This is an optimization exercise on Yosys and OpenROAD, whose aim is a short achievable clock period and few clock cycles, not a production implementation.
Only simulation tests tie the RTL to the original design; equivalence was not proved.
Power and IR drop assume default switching activity.

===== flow/design.v =====
`default_nettype none
package rv_pkg;
    localparam int XLEN       = 32;
    localparam int REG_ADDR_W = 5;
    localparam int NUM_REGS   = 32;
    localparam logic [6:0] OPC_OP_IMM = 7'b0010011;
    localparam logic [6:0] OPC_STORE  = 7'b0100011;
    localparam logic [6:0] OPC_LOAD   = 7'b0000011;
    localparam logic [6:0] OPC_LUI    = 7'b0110111;
    localparam logic [6:0] OPC_AUIPC  = 7'b0010111;
    localparam logic [6:0] OPC_JAL    = 7'b1101111;
    localparam logic [6:0] OPC_JALR   = 7'b1100111;
    localparam logic [2:0] F3_ADDI = 3'b000;
    localparam logic [2:0] F3_SW   = 3'b010;
    localparam logic [2:0] F3_LW   = 3'b010;
    localparam logic [2:0] F3_JALR = 3'b000;
    localparam logic [7:0] WMASK_WORD = 8'b0000_1111;
endpackage
`default_nettype wire
`timescale 1ns/1ps
`default_nettype none
import rv_pkg::*;
module rv_pc_reg
#(
    parameter logic [XLEN-1:0] RESET_PC = '0
) (
    input  wire logic            clk_i,
    input  wire logic            rst_n_i,
    input  wire logic [XLEN-1:0] inst_i,
    input  wire logic            jal_i,        
    input  wire logic            hold_i,       
    input  wire logic            take_sum_i,   
    input  wire logic [XLEN-1:0] sum_i,
    output logic      [XLEN-1:0] pc_o,
    output logic      [XLEN-1:0] pc4_o
);
    logic [XLEN-1:0] imm_j;
    logic [XLEN-1:0] jal_target;
    logic [XLEN-1:0] pc_early;
    assign imm_j = {{(XLEN-20){inst_i[31]}}, inst_i[19:12], inst_i[20],
                    inst_i[30:21], 1'b0};
    rv_add32 i_add (
        .a_i (pc_o),
        .b_i (imm_j),
        .s_o (jal_target)
    );
    assign pc4_o = pc_o + 32'd4;
    always_comb begin
        if (take_sum_i) begin
            pc_early = {sum_i[XLEN-1:1], 1'b0};
        end else if (hold_i) begin
            pc_early = pc_o;
        end else begin
            pc_early = pc4_o;
        end
    end
    always_ff @(posedge clk_i or negedge rst_n_i) begin
        if (!rst_n_i) begin
            pc_o <= RESET_PC;
        end else begin
            pc_o <= jal_i ? jal_target : pc_early;
        end
    end
endmodule
`default_nettype wire
`timescale 1ns/1ps
`default_nettype none
import rv_pkg::*;
module rv_idu
(
    input  wire logic [XLEN-1:0]     inst_i,
    output logic                     addi_o,
    output logic                     lui_o,
    output logic                     auipc_o,
    output logic                     jal_o,
    output logic                     jalr_o,
    output logic                     lw_o,
    output logic                     sw_o,
    output logic                     wrx_o,      
    output logic                     use1_o,     
    output logic                     imm0_o,     
    output logic [NUM_REGS-1:0]      rs1_oh_o,
    output logic [NUM_REGS-1:0]      rs2_oh_o,
    output logic [NUM_REGS-1:0]      rd_oh_o,
    output logic [XLEN-1:0]          imm_a_o     
);
    logic [6:0] opcode;
    logic [2:0] funct3;
    logic [4:0] rs1, rs2, rd;
    assign opcode = inst_i[6:0];
    assign funct3 = inst_i[14:12];
    assign rs1    = inst_i[19:15];
    assign rs2    = inst_i[24:20];
    assign rd     = inst_i[11:7];
    assign addi_o  = (opcode == OPC_OP_IMM) && (funct3 == F3_ADDI);
    assign lui_o   = (opcode == OPC_LUI);
    assign auipc_o = (opcode == OPC_AUIPC);
    assign jal_o   = (opcode == OPC_JAL);
    assign jalr_o  = (opcode == OPC_JALR) && (funct3 == F3_JALR);
    assign lw_o    = (opcode == OPC_LOAD) && (funct3 == F3_LW);
    assign sw_o    = (opcode == OPC_STORE) && (funct3 == F3_SW);
    assign wrx_o   = addi_o | lui_o | auipc_o | jal_o | jalr_o;
    assign use1_o  = addi_o | jalr_o | lw_o | sw_o;
    assign imm0_o  = (inst_i[31:20] == 12'd0);
    always_comb begin
        rs1_oh_o = '0;
        rs2_oh_o = '0;
        rd_oh_o  = '0;
        for (int i = 1; i < NUM_REGS; i++) begin
            rs1_oh_o[i] = (rs1 == i);
            rs2_oh_o[i] = (rs2 == i);
            rd_oh_o[i]  = (rd == i);
        end
    end
    assign imm_a_o = {{(XLEN-12){inst_i[31]}}, inst_i[31:25],
                      sw_o ? inst_i[11:7] : inst_i[24:20]};
endmodule
`default_nettype wire
`timescale 1ns/1ps
`default_nettype none
import rv_pkg::*;
module rv_regfile
(
    input  wire logic                  clk_i,
    input  wire logic                  rst_n_i,
    input  wire logic [NUM_REGS-1:0]   rsel1_i,
    input  wire logic [NUM_REGS-1:0]   rsel2_i,
    output logic      [XLEN-1:0]       rdata1_o,
    output logic      [XLEN-1:0]       rdata2_o,
    output logic      [NUM_REGS-1:0]   valid_o,
    input  wire logic [NUM_REGS-1:0]   wsel_i,
    input  wire logic [XLEN-1:0]       wdata_i
);
    logic [XLEN-1:0]     regs [1:NUM_REGS-1];
    logic [NUM_REGS-1:0] valid;
    always_ff @(posedge clk_i or negedge rst_n_i) begin
        if (!rst_n_i) begin
            valid <= '0;
        end else begin
            valid <= valid | wsel_i;
        end
    end
    assign valid_o = valid;
    for (genvar i = 1; i < NUM_REGS; i++) begin : g_reg
        always_ff @(posedge clk_i) begin
            if (wsel_i[i]) begin
                regs[i] <= wdata_i;
            end
        end
    end
    always_comb begin
        rdata1_o = '0;
        rdata2_o = '0;
        for (int i = 1; i < NUM_REGS; i++) begin
            rdata1_o = rdata1_o | (regs[i] & {XLEN{rsel1_i[i]}});
            rdata2_o = rdata2_o | (regs[i] & {XLEN{rsel2_i[i]}});
        end
    end
endmodule
`default_nettype wire
`timescale 1ns/1ps
`default_nettype none
import rv_pkg::*;
module rv_add32
(
    input  wire logic [XLEN-1:0] a_i,
    input  wire logic [XLEN-1:0] b_i,
    output logic      [XLEN-1:0] s_o
);
    assign s_o = a_i + b_i;
endmodule
module rv_exu
(
    input  wire logic [XLEN-1:0] rs1_data_i,
    input  wire logic [XLEN-1:0] imm_a_i,
    input  wire logic [XLEN-1:0] inst_i,
    input  wire logic [XLEN-1:0] pc_i,
    input  wire logic [XLEN-1:0] pc4_i,
    input  wire logic            addi_i,
    input  wire logic            lui_i,
    input  wire logic            auipc_i,
    output logic      [XLEN-1:0] sum_o,
    output logic      [XLEN-1:0] wdata_o
);
    logic [XLEN-1:0] imm_u;
    logic [XLEN-1:0] alt;
    rv_add32 i_add (
        .a_i (rs1_data_i),
        .b_i (imm_a_i),
        .s_o (sum_o)
    );
    assign imm_u = {inst_i[31:12], 12'b0};
    always_comb begin
        if (lui_i) begin
            alt = imm_u;
        end else if (auipc_i) begin
            alt = pc_i + imm_u;
        end else begin
            alt = pc4_i;
        end
    end
    assign wdata_o = addi_i ? sum_o : alt;
endmodule
`default_nettype wire
`timescale 1ns/1ps
`default_nettype none
import rv_pkg::*;
module rv_core_top
#(
    parameter logic [XLEN-1:0] RESET_PC = '0
) (
    input  wire logic            clk_i,
    input  wire logic            rst_n_i,
    output logic      [XLEN-1:0] inst_addr_o,
    input  wire logic [XLEN-1:0] inst_i,
    output logic                 mem_wen_o,
    output logic      [XLEN-1:0] mem_waddr_o,
    output logic      [XLEN-1:0] mem_wdata_o,
    output logic      [7:0]      mem_wmask_o,
    output logic      [XLEN-1:0] mem_raddr_o,
    input  wire logic [XLEN-1:0] mem_rdata_i
);
    logic [XLEN-1:0]     pc;
    logic [XLEN-1:0]     pc4;
    logic                f_addi, f_lui, f_auipc, f_jal, f_jalr, f_lw, f_sw, f_wrx;
    logic                f_use1, f_imm0;
    logic [NUM_REGS-1:0] f_rs1_oh, f_rs2_oh, f_rd_oh;
    logic [XLEN-1:0]     f_imm_a;
    logic [4:0]          f_rs1, f_rs2;
    logic                hazard;
    logic                f_jalr_now;
    logic                take_sum;
    logic                x_valid;
    logic [XLEN-1:0]     x_inst;
    logic [XLEN-1:0]     x_pc;
    logic [XLEN-1:0]     x_pc4;
    logic                x_addi, x_lui, x_auipc, x_jalr, x_lw, x_sw, x_wrx;
    logic [NUM_REGS-1:0] x_rd_oh;
    logic [4:0]          x_rd;
    logic [NUM_REGS-1:0] x_rsel1, x_rsel2;
    logic                x_byp1, x_byp2;
    logic [XLEN-1:0]     x_imm_a;
    logic [XLEN-1:0]     x_rdata1, x_rdata2;
    logic [XLEN-1:0]     rs1_data;
    logic [XLEN-1:0]     rs2_data;
    logic [XLEN-1:0]     x_sum;
    logic [XLEN-1:0]     x_wdata;
    logic                x_wr;
    logic                redirect;
    logic                w_wen;
    logic [XLEN-1:0]     w_data;
    logic [NUM_REGS-1:0] w_rd_oh;
    logic                m_load;
    logic [XLEN-1:0]     m_raddr;
    logic                m_store;
    logic [XLEN-1:0]     m_waddr;
    logic [XLEN-1:0]     m_wdata;
    logic [NUM_REGS-1:0] s2_wsel;
    logic [XLEN-1:0]     s2_wdata;
    logic [NUM_REGS-1:0] valid;
    logic [NUM_REGS-1:0] valid_next;
    logic [NUM_REGS-1:0] n_wtgt;
    assign inst_addr_o = pc;
    assign f_rs1       = inst_i[19:15];
    assign f_rs2       = inst_i[24:20];
    rv_idu i_rv_idu (
        .inst_i   (inst_i),
        .addi_o   (f_addi),
        .lui_o    (f_lui),
        .auipc_o  (f_auipc),
        .jal_o    (f_jal),
        .jalr_o   (f_jalr),
        .lw_o     (f_lw),
        .sw_o     (f_sw),
        .wrx_o    (f_wrx),
        .use1_o   (f_use1),
        .imm0_o   (f_imm0),
        .rs1_oh_o (f_rs1_oh),
        .rs2_oh_o (f_rs2_oh),
        .rd_oh_o  (f_rd_oh),
        .imm_a_o  (f_imm_a)
    );
    assign hazard = x_valid && x_lw && (x_rd != 5'd0) &&
                    ((f_use1 && (f_rs1 == x_rd)) || (f_sw && (f_rs2 == x_rd)));
    assign f_jalr_now = f_jalr && f_imm0 && x_valid && x_addi &&
                        (f_rs1 == x_rd) && (x_rd != 5'd0);
    assign take_sum   = redirect || f_jalr_now;
    rv_pc_reg #(
        .RESET_PC (RESET_PC)
    ) i_rv_pc_reg (
        .clk_i      (clk_i),
        .rst_n_i    (rst_n_i),
        .inst_i     (inst_i),
        .jal_i      (f_jal && !redirect && !hazard),
        .hold_i     (hazard),
        .take_sum_i (take_sum),
        .sum_i      (x_sum),
        .pc_o       (pc),
        .pc4_o      (pc4)
    );
    always_ff @(posedge clk_i or negedge rst_n_i) begin
        if (!rst_n_i) begin
            x_valid <= 1'b0;
        end else begin
            x_valid <= !redirect && !hazard;
        end
    end
    always_ff @(posedge clk_i) begin
        x_inst  <= inst_i;
        x_pc    <= pc;
        x_pc4   <= pc4;
        x_addi  <= f_addi;
        x_lui   <= f_lui;
        x_auipc <= f_auipc;
        x_jalr  <= f_jalr && !f_jalr_now;
        x_lw    <= f_lw;
        x_sw    <= f_sw;
        x_wrx   <= f_wrx;
        x_rd_oh <= f_rd_oh;
        x_rd    <= inst_i[11:7];
        x_imm_a <= f_imm_a;
    end
    assign x_wr   = x_valid && x_wrx;
    assign n_wtgt = x_wr ? x_rd_oh : '0;
    always_ff @(posedge clk_i) begin
        x_rsel1 <= f_rs1_oh & valid_next & ~n_wtgt;
        x_rsel2 <= f_rs2_oh & valid_next & ~n_wtgt;
        x_byp1  <= x_wr && (x_rd != 5'd0) && (f_rs1 == x_rd);
        x_byp2  <= x_wr && (x_rd != 5'd0) && (f_rs2 == x_rd);
    end
    assign redirect = x_valid && x_jalr;
    assign s2_wsel    = w_rd_oh & {NUM_REGS{w_wen || m_load}};
    assign s2_wdata   = m_load ? mem_rdata_i : w_data;
    assign valid_next = valid | s2_wsel;
    rv_regfile i_rv_regfile (
        .clk_i    (clk_i),
        .rst_n_i  (rst_n_i),
        .rsel1_i  (x_rsel1),
        .rsel2_i  (x_rsel2),
        .rdata1_o (x_rdata1),
        .rdata2_o (x_rdata2),
        .valid_o  (valid),
        .wsel_i   (s2_wsel),
        .wdata_i  (s2_wdata)
    );
    assign rs1_data = x_rdata1 | (x_byp1 ? w_data : '0);
    assign rs2_data = x_rdata2 | (x_byp2 ? w_data : '0);
    rv_exu i_rv_exu (
        .rs1_data_i (rs1_data),
        .imm_a_i    (x_imm_a),
        .inst_i     (x_inst),
        .pc_i       (x_pc),
        .pc4_i      (x_pc4),
        .addi_i     (x_addi),
        .lui_i      (x_lui),
        .auipc_i    (x_auipc),
        .sum_o      (x_sum),
        .wdata_o    (x_wdata)
    );
    always_ff @(posedge clk_i or negedge rst_n_i) begin
        if (!rst_n_i) begin
            w_wen   <= 1'b0;
            m_load  <= 1'b0;
            m_store <= 1'b0;
        end else begin
            w_wen   <= x_wr;
            m_load  <= x_valid && x_lw;
            m_store <= x_valid && x_sw;
        end
    end
    always_ff @(posedge clk_i) begin
        w_data  <= x_wdata;
        w_rd_oh <= x_rd_oh;
        m_raddr <= x_sum;
        m_waddr <= x_sum;
        m_wdata <= rs2_data;
    end
    assign mem_raddr_o = m_raddr;
    assign mem_wen_o   = m_store;
    assign mem_waddr_o = m_waddr;
    assign mem_wdata_o = m_wdata;
    assign mem_wmask_o = m_store ? WMASK_WORD : 8'b0;
endmodule
`default_nettype wire

===== flow/flow/run.sh =====
#!/bin/bash
# Own layout flow: the standard ORFS flow (standard.sh), with
#  - the standard synthesis, unchanged;
#  - port buffers of a plain buffer cell (buf_4) that repair may resize.
# The SDC, clock period, I/O delays and loads are the standard flow's, unchanged.
# Each make run writes its full output to a log file here; ORFS's per-step
# logs are under orfs/logs.
set -euo pipefail
KNOBS=(
  SETUP_SLACK_MARGIN=9.2
  TNS_END_PERCENT=20
  MATCH_CELL_FOOTPRINT=0
  "BUFFER_PORTS_ARGS=-buffer_cell sky130_fd_sc_hd__buf_4"
)
bash standard.sh synth > std_synth.log 2>&1
bash standard.sh "${KNOBS[@]}" finish > std_finish.log 2>&1

===== flow/standard.sh =====
#!/bin/bash
# synth_recipe.tcl (not shown) runs the flow's synth.tcl, then flattens the netlist and writes it again
# the make line also repeats each setting of config.mk as NAME=value (left out here)
make -C /OpenROAD-flow-scripts/flow DESIGN_CONFIG=/design/flow/config.mk WORK_HOME=/design/flow/orfs CLKGATE_MAP_FILE= SYNTH_SCRIPT=/design/flow/synth_recipe.tcl "${@:-finish}"

===== flow/config.mk =====
export PLATFORM = sky130hd
export DESIGN_NAME = rv_core_top
export DESIGN_NICKNAME = rv_core_top
export VERILOG_FILES = /design/flow/design.v
export SDC_FILE = /design/flow/constraint.sdc
export NUM_CORES = 8
export LEC_CHECK = 0
export ABC_CLOCK_PERIOD_IN_PS = 3500
export CAP_MARGIN = 20
export CORE_MARGIN = 2
export CORE_UTILIZATION = 25
export SLEW_MARGIN = 20

===== flow/constraint.sdc =====
create_clock -name core_clock -period 13.0 [get_ports {clk_i}]
set_input_delay 2.6000 -clock core_clock [delete_from_list [all_inputs] [get_ports {clk_i}]]
set_output_delay 2.6000 -clock core_clock [all_outputs]
set_load 0.01 [all_outputs]

==> flow_metrics.env, run 1 <==
export IMPL_die_area_um2=232000
export IMPL_h_tree_depth=4
export IMPL_drc=0
export IMPL_initial_core_util_pct=25.1
export IMPL_fmax_ghz=0.222
export IMPL_grt_pass1_wl_mm=381
export IMPL_n_fill_cell=22300
export IMPL_hold_viol_final=0
export IMPL_syn_inst=4270
export IMPL_synth_cell_types=77
export IMPL_fin_cells=7814
export IMPL_worstPathArrival_ns=5.21
export IMPL_dp_slack_ns=7.17
export IMPL_wirelength_mm=289
export IMPL_holdBufCountCts=0
export IMPL_ant_nets=0
export IMPL_synth_area_um2=57200
export IMPL_synth_top_flop_cell="edfxtp_1"
export IMPL_slew_viol_final=0
export IMPL_synth_edf_count=992
export IMPL_grt_pass1_vias=45200
export IMPL_dp_cells=7286
export IMPL_drt_first_pass_iters=12
export IMPL_post_route_min_period_ns=4.51
export IMPL_die_x_um=482
export IMPL_worst_slack_ns=8.49
export IMPL_async_reset_ff_share_pct=4.79
export IMPL_rsz0062_at_grt="yes"
export IMPL_end_kind="flip-flop"
export IMPL_num_vias=49600
export IMPL_cp_max_fo=32
export IMPL_syn_avg_cell_area_um2=13.4
export IMPL_final_seq_area_um2=38000
export IMPL_row_count=175
export IMPL_ys_seq_area_share_pct=66.2
export IMPL_status="no timing/DRC/antenna violations"
export IMPL_io_pins=203
export IMPL_grt_ovfl_total=0
export IMPL_final_cell_mix="edfxtp_1, a22oi_1, buf_4"
export IMPL_grt_max_degree=66
export IMPL_multi_input_area_um2=19400
export IMPL_crit_path_start_kind="flip-flop"
export IMPL_final_nets=4826
export IMPL_path_class="reg -> reg"
export IMPL_dieHeight_um=482
export IMPL_area_delta_synth_final_pct=24.9
export IMPL_antenna_found_initial=25
export IMPL_ys_seq_elements=1378
export IMPL_clock_latency_ns=0.82
export IMPL_timing_final_crit_share_pct=34.7
export IMPL_yosysTopAreaCell="edfxtp_1"
export IMPL_drt_iter0_drc=10800
export IMPL_gp_congestion=0.941
export IMPL_via_per_inst=6.35
export IMPL_path_clk_slew_ns=0.07
export IMPL_coreArea_um2=227000
export IMPL_layout_drive_gt1_share_pct=24.3
export IMPL_worst_slew_pin_slew_ns=1.26
export IMPL_ys_top_cells_by_area="edfxtp_1, dfxtp_1, a22oi_1"
export IMPL_finalSetupTns_ns=0
export IMPL_max_vdd_ir_drop_uv=96.5
export IMPL_track_usage_pct=23.7
export IMPL_cts_tree="done"
export IMPL_clkSinkCount=1378
export IMPL_leakagePower_uw=0.0247
export IMPL_layout_commonest_cell="edfxtp_1"
export IMPL_final_setup_viol_count=0
export IMPL_cts_max_path_buffers=3
export IMPL_drv_cap=0
export IMPL_fin_util_pct=31.4
export IMPL_root_buffer="clkbuf_16"
export IMPL_dp_hpwl_mm=143
export IMPL_power_uw=10700
export IMPL_max_slew_margin_pct=16.3
export IMPL_synth_top_cell_area_share_pct=52.1
export IMPL_holdCritPathClass="reg -> reg"
export IMPL_cp_required_ns=13.70
export IMPL_yosysWarnings=6
export IMPL_port_buffers=197
export IMPL_powerDensity_nw_per_um2=150
export IMPL_cts_buffers=138
export IMPL_r2r_slack_ns=8.49
export IMPL_wl_per_cell_um=37.0
export IMPL_fin_skew_ns=0.0449
[cells in the mapped netlist, types with 5 or more instances]
| master | instances |
|---|---|
| and4_1 | 7 |
| a22oi_1 | 778 |
| dfxtp_1 | 320 |
| a221oi_1 | 129 |
| buf_1 | 40 |
| buf_2 | 5 |
| and3_1 | 18 |
| ha_1 | 83 |
| nor3_1 | 86 |
| o22ai_1 | 13 |
| nand2_1 | 178 |
| xor2_1 | 29 |
| a31oi_1 | 16 |
| nand4_1 | 143 |
| o21bai_1 | 5 |
| a211oi_1 | 14 |
| clkbuf_1 | 207 |
| a21oi_1 | 83 |
| edfxtp_1 | 992 |
| or3_1 | 12 |
| a21o_1 | 33 |
| o21ai_0 | 77 |
| xnor2_1 | 76 |
| o211ai_1 | 6 |
| and2_1 | 42 |
| mux2i_1 | 29 |
| or2_2 | 37 |
| nor2b_1 | 16 |
| nand3b_1 | 8 |
| buf_4 | 42 |
| mux2_2 | 40 |
| nand3_1 | 164 |
| o21a_1 | 24 |
| o21ai_1 | 10 |
| nand2b_1 | 18 |
| dfrtp_1 | 66 |
| nor2_1 | 127 |
| a22o_1 | 129 |
| or4_1 | 66 |
| inv_1 | 30 |
| a211o_1 | 5 |
| o221ai_1 | 5 |
[final timing paths]
check                                            end   startpoint  depth (start not counted)
worst min-delay path                     w_rd_oh[20]  x_rd_oh[20]                          0
worst max register to register  i_rv_pc_reg.pc_o[30]  x_rsel1[30]                         14
worst max-delay path            i_rv_pc_reg.pc_o[30]  x_rsel1[30]                         14
worst min register to register           w_rd_oh[20]  x_rd_oh[20]                          0
max in group asynchronous                     m_load      rst_n_i                          2
min in group asynchronous                    m_store      rst_n_i                          1
[sequential cells by signal, summed over array words and instances, names as in the netlist, 4 cells and up]
| name | cells |
|---|---|
| x_rd | 4 |
| x_pc4 | 31 |
| x_inst | 15 |
| x_imm_a | 11 |
| m_waddr | 32 |
| x_pc | 30 |
| w_data | 32 |
| i_rv_regfile.valid | 31 |
| i_rv_regfile.regs | 992 |
| x_rsel1 | 31 |
| w_rd_oh | 31 |
| x_rsel2 | 31 |
| x_rd_oh | 31 |
| i_rv_pc_reg.pc_o | 31 |
| m_wdata | 32 |
[per-stage QoR]
step / cell area, µm² / hold WS, ns
floorplan: 57300 / 0.331
global placement: 62200 / 0.337
detailed placement: 62200 / 0.336
CTS: 70600 / 0.325
global route: 71300 / 0.337
finish: 71400 / 0.322
[repair_timing]
| action | in CTS | in global routing |
|---|---|---|
| gates resized for setup | 345 | 102 |
| setup endpoints to repair | 221 | 211 |
| buffers inserted | 194 | 45 |
| cloned | 18 | 0 |
| pin swaps | 89 | 65 |
[layout make-up]
type                       instances  share of cell area, %
sequential                      1378                   53.3
multi-input combinational       2571                   27.2
timing repair buffer             553                   7.53
clock buffer                     192                   5.55
tap                             3009                   5.27
clock inverter                    61                  0.980
inverter                          32                  0.174
antenna                           18                 0.0631
[layer usage]
metal	wire length, µm	part of all wire, %	vias to the layer above	track usage [%]
li1	-	-	18100	-
met1	96600	33	24000	28.6
met2	109000	38	5784	31.9
met3	56700	20	1745	13.9
met4	25800	8.9	31	14.7
met5	598	0.21	-	0.633
[cells by family (layout without fill, tap and decap cells)]
logic type                 count (synthesis)  in the layout  share of synthesized area, %
DFF                                     1378           1378                          66.2
AOI/OAI and AO/OA                       1363           1365                          17.8
and+or+nand+nor                          940            941                          8.70
buffers and inverters                    328            838                          2.47
xor gates and xnor gates                 105            105                          1.61
adders and majority gates                 86             86                          1.92
muxes                                     69             69                          1.30
other                                      1             23                       0.00656
[report_power, final]
group / total [µW] / internal, µW / switching [µW]
Clock: 4210 / 2400 / 1810
Combinational: 1230 / 481 / 746
Sequential: 5310 / 5080 / 228
[worst max-delay path: stages, from the launching register on]
cell	delay (ns)
dfxtp_2	0.33
buf_12	0.20
a22o_1	0.30
a221oi_1	0.23
nand3_1	0.14
or4_1	0.78
ha_1	0.53
nand4_1	0.13
or4_1	0.46
o22ai_2	0.17
o31a_1	0.33
nor2_1	0.09
a21oi_1	0.14
o2111ai_1	0.11
or3_1	0.38
Testbench counts, summed over its fixed seeds: cycles 39,815.
==> run 2: changes to the inputs <==
--- a/flow/design.v
+++ b/flow/design.v
@@ -22,2 +22,78 @@
 import rv_pkg::*;
+module rv_pc_hi
+(
+    input  wire logic [XLEN-1:0] pc_i,
+    output logic      [XLEN-1:0] pc4_o,
+    output logic      [19:0]     inc_o,
+    output logic      [19:0]     dec_o
+);
+    assign pc4_o = pc_i + 32'd4;
+    assign inc_o = pc_i[31:12] + 20'd1;
+    assign dec_o = pc_i[31:12] - 20'd1;
+endmodule
+module rv_jal
+(
+    input  wire logic [XLEN-1:0] inst_i,
+    input  wire logic [XLEN-1:0] pc_i,
+    input  wire logic [19:0]     hi_inc_i,
+    input  wire logic [19:0]     hi_dec_i,
+    output logic      [XLEN-1:0] target_o
+);
+    logic [12:0] lo_sum;
+    logic [19:0] hi;
+    assign lo_sum = {1'b0, pc_i[11:0]} + {1'b0, inst_i[20], inst_i[30:21], 1'b0};
+    always_comb begin
+        case ({inst_i[31], lo_sum[12]})
+            2'b00:   hi = pc_i[31:12];
+            2'b01:   hi = hi_inc_i;
+            2'b10:   hi = hi_dec_i;
+            default: hi = pc_i[31:12];
+        endcase
+    end
+    assign target_o = {hi, lo_sum[11:0]};
+endmodule
+module rv_fsel
+(
+    input  wire logic [XLEN-1:0] inst_i,
+    input  wire logic            x_valid_i,
+    input  wire logic            x_addi_i,
+    input  wire logic            x_lw_i,
+    input  wire logic            x_jalr_i,    
+    input  wire logic            x_jlong_i,   
+    input  wire logic [4:0]      x_rd_i,
+    output logic                 jal_go_o,    
+    output logic                 take_sum_o,  
+    output logic                 take_jt_o,   
+    output logic                 hold_o,      
+    output logic                 seq_o,       
+    output logic                 jalr_now_o,  
+    output logic                 jal_short_o,
+    output logic                 redirect_o   
+);
+    logic [6:0] opcode;
+    logic [2:0] funct3;
+    logic [4:0] rs1, rs2;
+    logic       jal, jalr, use1, sw;
+    logic       x_rd_nz;
+    assign opcode  = inst_i[6:0];
+    assign funct3  = inst_i[14:12];
+    assign rs1     = inst_i[19:15];
+    assign rs2     = inst_i[24:20];
+    assign x_rd_nz = (x_rd_i != 5'd0);
+    assign jal  = (opcode == OPC_JAL);
+    assign jalr = (opcode == OPC_JALR) && (funct3 == F3_JALR);
+    assign sw   = (opcode == OPC_STORE) && (funct3 == F3_SW);
+    assign use1 = ((opcode == OPC_OP_IMM) && (funct3 == F3_ADDI)) || jalr ||
+                  ((opcode == OPC_LOAD) && (funct3 == F3_LW)) || sw;
+    assign jal_short_o = (inst_i[19:12] == {8{inst_i[31]}}) && (inst_i[20] == inst_i[31]);
+    assign redirect_o = x_valid_i && (x_jalr_i || x_jlong_i);
+    assign hold_o     = x_valid_i && x_lw_i && x_rd_nz &&
+                        ((use1 && (rs1 == x_rd_i)) || (sw && (rs2 == x_rd_i)));
+    assign jalr_now_o = jalr && (inst_i[31:20] == 12'd0) && x_valid_i && x_addi_i &&
+                        x_rd_nz && (rs1 == x_rd_i);
+    assign take_sum_o = (x_valid_i && x_jalr_i) || jalr_now_o;
+    assign take_jt_o  = x_valid_i && x_jlong_i;
+    assign jal_go_o   = jal && jal_short_o && !redirect_o && !hold_o;
+    assign seq_o      = !jal_go_o && !take_sum_o && !take_jt_o && !hold_o;
+endmodule
 module rv_pc_reg
@@ -28,35 +104,41 @@
     input  wire logic            rst_n_i,
-    input  wire logic [XLEN-1:0] inst_i,
-    input  wire logic            jal_i,        
-    input  wire logic            hold_i,       
-    input  wire logic            take_sum_i,   
+    input  wire logic            jal_go_i,
+    input  wire logic [XLEN-1:0] jal_target_i,
+    input  wire logic            take_sum_i,
     input  wire logic [XLEN-1:0] sum_i,
-    output logic      [XLEN-1:0] pc_o,
-    output logic      [XLEN-1:0] pc4_o
+    input  wire logic            take_jt_i,
+    input  wire logic [XLEN-1:0] jt_i,
+    input  wire logic            hold_i,
+    input  wire logic            seq_i,
+    input  wire logic [XLEN-1:0] pc4_i,
+    output logic      [XLEN-1:0] pc_next_o,
+    output logic      [XLEN-1:0] pc_o
 );
-    logic [XLEN-1:0] imm_j;
-    logic [XLEN-1:0] jal_target;
-    logic [XLEN-1:0] pc_early;
-    assign imm_j = {{(XLEN-20){inst_i[31]}}, inst_i[19:12], inst_i[20],
-                    inst_i[30:21], 1'b0};
-    rv_add32 i_add (
-        .a_i (pc_o),
-        .b_i (imm_j),
-        .s_o (jal_target)
-    );
-    assign pc4_o = pc_o + 32'd4;
-    always_comb begin
-        if (take_sum_i) begin
-            pc_early = {sum_i[XLEN-1:1], 1'b0};
-        end else if (hold_i) begin
-            pc_early = pc_o;
+    assign pc_next_o = ({XLEN{jal_go_i}}   & jal_target_i) |
+                       ({XLEN{take_sum_i}} & {sum_i[XLEN-1:1], 1'b0}) |
+                       ({XLEN{take_jt_i}}  & jt_i) |
+                       ({XLEN{hold_i}}     & pc_o) |
+                       ({XLEN{seq_i}}      & pc4_i);
+    always_ff @(posedge clk_i or negedge rst_n_i) begin
+        if (!rst_n_i) begin
+            pc_o <= RESET_PC;
         end else begin
-            pc_early = pc4_o;
+            pc_o <= pc_next_o;
         end
     end
+endmodule
+module rv_pc_out
+#(
+    parameter logic [XLEN-1:0] RESET_PC = '0
+) (
+    input  wire logic            clk_i,
+    input  wire logic            rst_n_i,
+    input  wire logic [XLEN-1:0] pc_next_i,
+    output logic      [XLEN-1:0] inst_addr_o
+);
     always_ff @(posedge clk_i or negedge rst_n_i) begin
         if (!rst_n_i) begin
-            pc_o <= RESET_PC;
+            inst_addr_o <= RESET_PC;
         end else begin
-            pc_o <= jal_i ? jal_target : pc_early;
+            inst_addr_o <= pc_next_i;
         end
@@ -204,2 +286,29 @@
 `default_nettype wire
+`default_nettype none
+module rv_mport
+(
+    input  wire logic            clk_i,
+    input  wire logic            rst_n_i,
+    input  wire logic            store_i,
+    input  wire logic [XLEN-1:0] addr_i,
+    input  wire logic [XLEN-1:0] data_i,
+    output logic                 mem_wen_o,
+    output logic      [XLEN-1:0] mem_waddr_o,
+    output logic      [XLEN-1:0] mem_wdata_o,
+    output logic      [7:0]      mem_wmask_o
+);
+    always_ff @(posedge clk_i or negedge rst_n_i) begin
+        if (!rst_n_i) begin
+            mem_wen_o <= 1'b0;
+        end else begin
+            mem_wen_o <= store_i;
+        end
+    end
+    always_ff @(posedge clk_i) begin
+        mem_waddr_o <= addr_i;
+        mem_wdata_o <= data_i;
+    end
+    assign mem_wmask_o = mem_wen_o ? WMASK_WORD : 8'b0;
+endmodule
+`default_nettype wire
 `timescale 1ns/1ps
@@ -232,2 +341,11 @@
     logic                take_sum;
+    logic                take_jt;
+    logic                jal_go;
+    logic [19:0]         hi_inc, hi_dec;
+    logic [XLEN-1:0]     jal_target;
+    logic [XLEN-1:0]     pc_next;
+    logic                f_seq;
+    logic                f_jal_short;
+    logic [NUM_REGS-1:0] f_mask;
+    logic [XLEN-1:0]     f_rdata1, f_rdata2;
     logic                x_valid;
@@ -239,6 +357,8 @@
     logic [4:0]          x_rd;
-    logic [NUM_REGS-1:0] x_rsel1, x_rsel2;
+    logic [XLEN-1:0]     x_rv1, x_rv2;
     logic                x_byp1, x_byp2;
+    logic                x_bq1, x_bq2;
+    logic                x_jlong;
+    logic [XLEN-1:0]     x_jt;
     logic [XLEN-1:0]     x_imm_a;
-    logic [XLEN-1:0]     x_rdata1, x_rdata2;
     logic [XLEN-1:0]     rs1_data;
@@ -254,5 +374,2 @@
     logic [XLEN-1:0]     m_raddr;
-    logic                m_store;
-    logic [XLEN-1:0]     m_waddr;
-    logic [XLEN-1:0]     m_wdata;
     logic [NUM_REGS-1:0] s2_wsel;
@@ -260,5 +377,5 @@
     logic [NUM_REGS-1:0] valid;
-    logic [NUM_REGS-1:0] valid_next;
-    logic [NUM_REGS-1:0] n_wtgt;
-    assign inst_addr_o = pc;
+    logic [4:0]          w_rd;
+    logic                s2_wr;
+    logic [XLEN-1:0]     w2_data;
     assign f_rs1       = inst_i[19:15];
@@ -282,7 +399,32 @@
     );
-    assign hazard = x_valid && x_lw && (x_rd != 5'd0) &&
-                    ((f_use1 && (f_rs1 == x_rd)) || (f_sw && (f_rs2 == x_rd)));
-    assign f_jalr_now = f_jalr && f_imm0 && x_valid && x_addi &&
-                        (f_rs1 == x_rd) && (x_rd != 5'd0);
-    assign take_sum   = redirect || f_jalr_now;
+    rv_fsel i_rv_fsel (
+        .inst_i      (inst_i),
+        .x_valid_i   (x_valid),
+        .x_addi_i    (x_addi),
+        .x_lw_i      (x_lw),
+        .x_jalr_i    (x_jalr),
+        .x_jlong_i   (x_jlong),
+        .x_rd_i      (x_rd),
+        .jal_go_o    (jal_go),
+        .take_sum_o  (take_sum),
+        .take_jt_o   (take_jt),
+        .hold_o      (hazard),
+        .seq_o       (f_seq),
+        .jalr_now_o  (f_jalr_now),
+        .jal_short_o (f_jal_short),
+        .redirect_o  (redirect)
+    );
+    rv_pc_hi i_rv_pc_hi (
+        .pc_i  (pc),
+        .pc4_o (pc4),
+        .inc_o (hi_inc),
+        .dec_o (hi_dec)
+    );
+    rv_jal i_rv_jal (
+        .inst_i   (inst_i),
+        .pc_i     (pc),
+        .hi_inc_i (hi_inc),
+        .hi_dec_i (hi_dec),
+        .target_o (jal_target)
+    );
     rv_pc_reg #(
@@ -290,11 +432,23 @@
     ) i_rv_pc_reg (
-        .clk_i      (clk_i),
-        .rst_n_i    (rst_n_i),
-        .inst_i     (inst_i),
-        .jal_i      (f_jal && !redirect && !hazard),
-        .hold_i     (hazard),
-        .take_sum_i (take_sum),
-        .sum_i      (x_sum),
-        .pc_o       (pc),
-        .pc4_o      (pc4)
+        .clk_i        (clk_i),
+        .rst_n_i      (rst_n_i),
+        .jal_go_i     (jal_go),
+        .jal_target_i (jal_target),
+        .take_sum_i   (take_sum),
+        .sum_i        (x_sum),
+        .take_jt_i    (take_jt),
+        .jt_i         (x_jt),
+        .hold_i       (hazard),
+        .seq_i        (f_seq),
+        .pc4_i        (pc4),
+        .pc_next_o    (pc_next),
+        .pc_o         (pc)
+    );
+    rv_pc_out #(
+        .RESET_PC (RESET_PC)
+    ) i_rv_pc_out (
+        .clk_i       (clk_i),
+        .rst_n_i     (rst_n_i),
+        .pc_next_i   (pc_next),
+        .inst_addr_o (inst_addr_o)
     );
@@ -321,15 +475,22 @@
         x_imm_a <= f_imm_a;
+        x_jlong <= f_jal && !f_jal_short;
     end
     assign x_wr   = x_valid && x_wrx;
-    assign n_wtgt = x_wr ? x_rd_oh : '0;
+    assign s2_wr  = w_wen || m_load;
+    assign f_mask = valid & ~s2_wsel & ~(x_wr ? x_rd_oh : '0);
     always_ff @(posedge clk_i) begin
-        x_rsel1 <= f_rs1_oh & valid_next & ~n_wtgt;
-        x_rsel2 <= f_rs2_oh & valid_next & ~n_wtgt;
+        x_rv1   <= f_rdata1;
+        x_rv2   <= f_rdata2;
         x_byp1  <= x_wr && (x_rd != 5'd0) && (f_rs1 == x_rd);
         x_byp2  <= x_wr && (x_rd != 5'd0) && (f_rs2 == x_rd);
-    end
-    assign redirect = x_valid && x_jalr;
-    assign s2_wsel    = w_rd_oh & {NUM_REGS{w_wen || m_load}};
+        x_bq1   <= s2_wr && (w_rd != 5'd0) && (f_rs1 == w_rd) &&
+                   !(x_wr && (f_rs1 == x_rd));
+        x_bq2   <= s2_wr && (w_rd != 5'd0) && (f_rs2 == w_rd) &&
+                   !(x_wr && (f_rs2 == x_rd));
+        w2_data <= s2_wdata;
+    end
+    assign x_jt = x_pc + {{(XLEN-20){x_inst[31]}}, x_inst[19:12], x_inst[20],
+                          x_inst[30:21], 1'b0};
+    assign s2_wsel    = w_rd_oh & {NUM_REGS{s2_wr}};
     assign s2_wdata   = m_load ? mem_rdata_i : w_data;
-    assign valid_next = valid | s2_wsel;
     rv_regfile i_rv_regfile (
@@ -337,6 +498,6 @@
         .rst_n_i  (rst_n_i),
-        .rsel1_i  (x_rsel1),
-        .rsel2_i  (x_rsel2),
-        .rdata1_o (x_rdata1),
-        .rdata2_o (x_rdata2),
+        .rsel1_i  (f_rs1_oh & f_mask),
+        .rsel2_i  (f_rs2_oh & f_mask),
+        .rdata1_o (f_rdata1),
+        .rdata2_o (f_rdata2),
         .valid_o  (valid),
@@ -345,4 +506,4 @@
     );
-    assign rs1_data = x_rdata1 | (x_byp1 ? w_data : '0);
-    assign rs2_data = x_rdata2 | (x_byp2 ? w_data : '0);
+    assign rs1_data = x_rv1 | (x_byp1 ? w_data : '0) | (x_bq1 ? w2_data : '0);
+    assign rs2_data = x_rv2 | (x_byp2 ? w_data : '0) | (x_bq2 ? w2_data : '0);
     rv_exu i_rv_exu (
@@ -363,3 +524,2 @@
             m_load  <= 1'b0;
-            m_store <= 1'b0;
         end else begin
@@ -367,3 +527,2 @@
             m_load  <= x_valid && x_lw;
-            m_store <= x_valid && x_sw;
         end
@@ -373,11 +532,17 @@
         w_rd_oh <= x_rd_oh;
+        w_rd    <= x_rd;
         m_raddr <= x_sum;
-        m_waddr <= x_sum;
-        m_wdata <= rs2_data;
     end
     assign mem_raddr_o = m_raddr;
-    assign mem_wen_o   = m_store;
-    assign mem_waddr_o = m_waddr;
-    assign mem_wdata_o = m_wdata;
-    assign mem_wmask_o = m_store ? WMASK_WORD : 8'b0;
+    rv_mport i_rv_mport (
+        .clk_i       (clk_i),
+        .rst_n_i     (rst_n_i),
+        .store_i     (x_valid && x_sw),
+        .addr_i      (x_sum),
+        .data_i      (rs2_data),
+        .mem_wen_o   (mem_wen_o),
+        .mem_waddr_o (mem_waddr_o),
+        .mem_wdata_o (mem_wdata_o),
+        .mem_wmask_o (mem_wmask_o)
+    );
 endmodule
--- a/flow/flow/run.sh
+++ b/flow/flow/run.sh
@@ -9,4 +9,4 @@
 KNOBS=(
-  SETUP_SLACK_MARGIN=9.2
-  TNS_END_PERCENT=20
+  SETUP_SLACK_MARGIN=9.3
+  TNS_END_PERCENT=100
   MATCH_CELL_FOOTPRINT=0
--- a/flow/config.mk
+++ b/flow/config.mk
@@ -12 +12,2 @@
 export SLEW_MARGIN = 20
+export SYNTH_HIERARCHICAL = 1
==> flow_metrics.env, run 2 <==
export IMPL_clkSinkCount=1515
export IMPL_layout_drive_gt1_share_pct=26.2
export IMPL_max_vdd_ir_drop_uv=144
export IMPL_wl_per_cell_um=33.6
export IMPL_fin_skew_ns=0.0385
export IMPL_path_clk_slew_ns=0.07
export IMPL_multi_input_area_um2=23600
export IMPL_finalSetupTns_ns=0
export IMPL_leakagePower_uw=0.0281
export IMPL_yosysWarnings=15
export IMPL_dp_cells=8173
export IMPL_cts_tree="done"
export IMPL_final_setup_viol_count=0
export IMPL_fmax_ghz=0.225
export IMPL_slew_viol_final=0
export IMPL_r2r_cells=10
export IMPL_syn_avg_cell_area_um2=13.2
export IMPL_post_route_min_period_ns=4.45
export IMPL_max_slew_margin_pct=10.9
export IMPL_r2r_start="m_load"
export IMPL_regMostFlops="i_rv_regfile.regs"
export IMPL_final_seq_area_um2=40900
export IMPL_root_buffer="clkbuf_16"
export IMPL_timing_final_crit_share_pct=34.2
export IMPL_path_class="in -> reg"
export IMPL_initial_core_util_pct=25.2
export IMPL_gp_congestion=0.892
export IMPL_cp_endpoint="x_rv2[22]"
export IMPL_cp_required_ns=13.70
export IMPL_h_tree_depth=4
export IMPL_crit_path_start_kind="input pin"
export IMPL_drc=0
export IMPL_hold_viol_final=0
export IMPL_worst_slew_pin_slew_ns=1.34
export IMPL_area_delta_synth_final_pct=26.1
export IMPL_drt_first_pass_iters=17
export IMPL_clock_latency_ns=0.84
export IMPL_die_area_um2=260000
export IMPL_r2r_slack_ns=9.04
export IMPL_rsz0062_at_grt="yes"
export IMPL_status="no timing/DRC/antenna violations"
export IMPL_dp_hpwl_mm=146
export IMPL_holdCritPathClass="reg -> reg"
export IMPL_track_usage_pct=20.6
export IMPL_cp_max_fo=32
export IMPL_worstPathArrival_ns=5.15
export IMPL_cts_buffers=159
export IMPL_dp_slack_ns=7.53
export IMPL_synth_area_um2=64000
export IMPL_die_x_um=510
export IMPL_num_vias=52400
export IMPL_ant_nets=0
export IMPL_io_pins=203
export IMPL_largest_reg_flops=992
export IMPL_end_kind="flip-flop"
export IMPL_layout_commonest_cell="edfxtp_1"
export IMPL_coreArea_um2=254000
export IMPL_worst_slack_ns=8.55
export IMPL_dieHeight_um=510
export IMPL_drt_iter0_drc=9901
export IMPL_cts_max_path_buffers=3
export IMPL_final_nets=5391
export IMPL_critical_path_startpoint="inst_i[22]"
export IMPL_whs_ns=0.351
export IMPL_final_cell_mix="edfxtp_1, a22oi_1, dfxtp_1"
export IMPL_power_uw=12200
export IMPL_powerDensity_nw_per_um2=152
export IMPL_grt_max_degree=68
export IMPL_grt_pass1_vias=48600
export IMPL_reg2reg_to="x_rv1[11]"
export IMPL_n_fill_cell=24700
export IMPL_wirelength_mm=294
export IMPL_drv_cap=0
export IMPL_syn_inst=4863
export IMPL_grt_pass1_wl_mm=377
export IMPL_antenna_found_initial=25
export IMPL_grt_ovfl_total=0
export IMPL_fin_cells=8741
export IMPL_row_count=185
export IMPL_via_per_inst=6.00
export IMPL_port_buffers=198
[run 2: where the power goes]
part / switching, µW / total, µW / internal, µW
logic: 1030 / 1660 / 633
clock network: 2020 / 4730 / 2720
registers: 281 / 5840 / 5560
[run 2: how the worst min path moves through the flow]
stage	startpoint	end	slack, ns	cells past startpoint
final	x_rd_oh[3]	w_rd_oh[3]	0.35	0
after global routing	x_rd_oh[24]	w_rd_oh[24]	0.35	0
after CTS	x_rd_oh[24]	w_rd_oh[24]	0.35	0
after global placement	x_rd_oh[14]	w_rd_oh[14]	0.34	0
after detailed placement	x_rd_oh[3]	w_rd_oh[3]	0.34	0
after floorplan	x_rd_oh[10]	w_rd_oh[10]	0.33	0
[run 2: final cells by class]
cell class | instances | share of cell area [%]
tap | 3366 | 5.22
clock buffer | 219 | 5.56
timing repair buffer | 516 | 7.98
sequential | 1515 | 50.7
multi-input combinational | 2987 | 29.2
inverter | 46 | 0.214
clock inverter | 76 | 1.08
antenna | 16 | 0.0496
[run 2: through the flow]
stage	cell area, µm²	util [%]
floorplan	64600	-
global placement	69100	27.1
detailed placement	69100	27.2
CTS	78500	30.9
global route	80700	31.7
finish	80700	31.7
[run 2: metal layers]
metal  share of wire, %  GRT usage, %  up-vias
li1                   -             -    20500
met1                 34          24.4    25900
met2                 41          30.4     4756
met3                 16          8.07     1272
met4                8.7          14.5       22
met5              0.084         0.274        -
[run 2: what timing repair did]
action / 4_1_cts / 5_1_grt
pin swaps: 155 / 164
setup buffers: 103 / 84
endpoints found under the setup margin: 302 / 283
gates resized for setup: 632 / 232
gates cloned: 47 / 23
hold buffers: 0 / 0
[run 2: critical path: stages]
cell and delay [ns]:
buf_16 0.11, buf_4 0.13, buf_12 0.13, nand3b_1 0.18, buf_4 0.15, nor2_1 0.04, and3_1 0.19, buf_8 0.20
a22oi_1 0.42, nand4_1 0.27, or4_1 0.55
Testbench counts of run 2, summed over its fixed seeds: cycles 39,815.

port drivers added, routing unchanged:
In the flow no input, the clock included, has a driving cell. The finished layouts below were timed again as built, in two steps.
Step 1, drivers: a clkbuf_16 drives clk_i and a buf_2 each remaining input, both assumed.
Step 2, shift: input delay + t, output delay - t, t = (earliest + latest rising clock arrival at the registers) / 2. This alone moves slack from input paths to output paths.
a / b / c = no drivers / after step 1 / after step 2; a / b = the first two.
run | shift t [ns] | slack for setup (ns) | hold slack, ns | worst register clock-pin slew, ns | cell pins on the clock port's net
run 1 | 0.887 | 8.487 / 8.487 / 7.672 | 0.322 / 0.322 / 0.322 | 0.07 / 0.07 | 1
run 2 | 0.913 | 8.555 / 8.588 / 7.675 | 0.351 / 0.351 / 0.351 | 0.07 / 0.07 | 1
After both steps setup and hold are still met in every run listed. The setup slack of run 2, which loses most, moves by +0.033 ns with the drivers and by -0.880 ns with both steps.
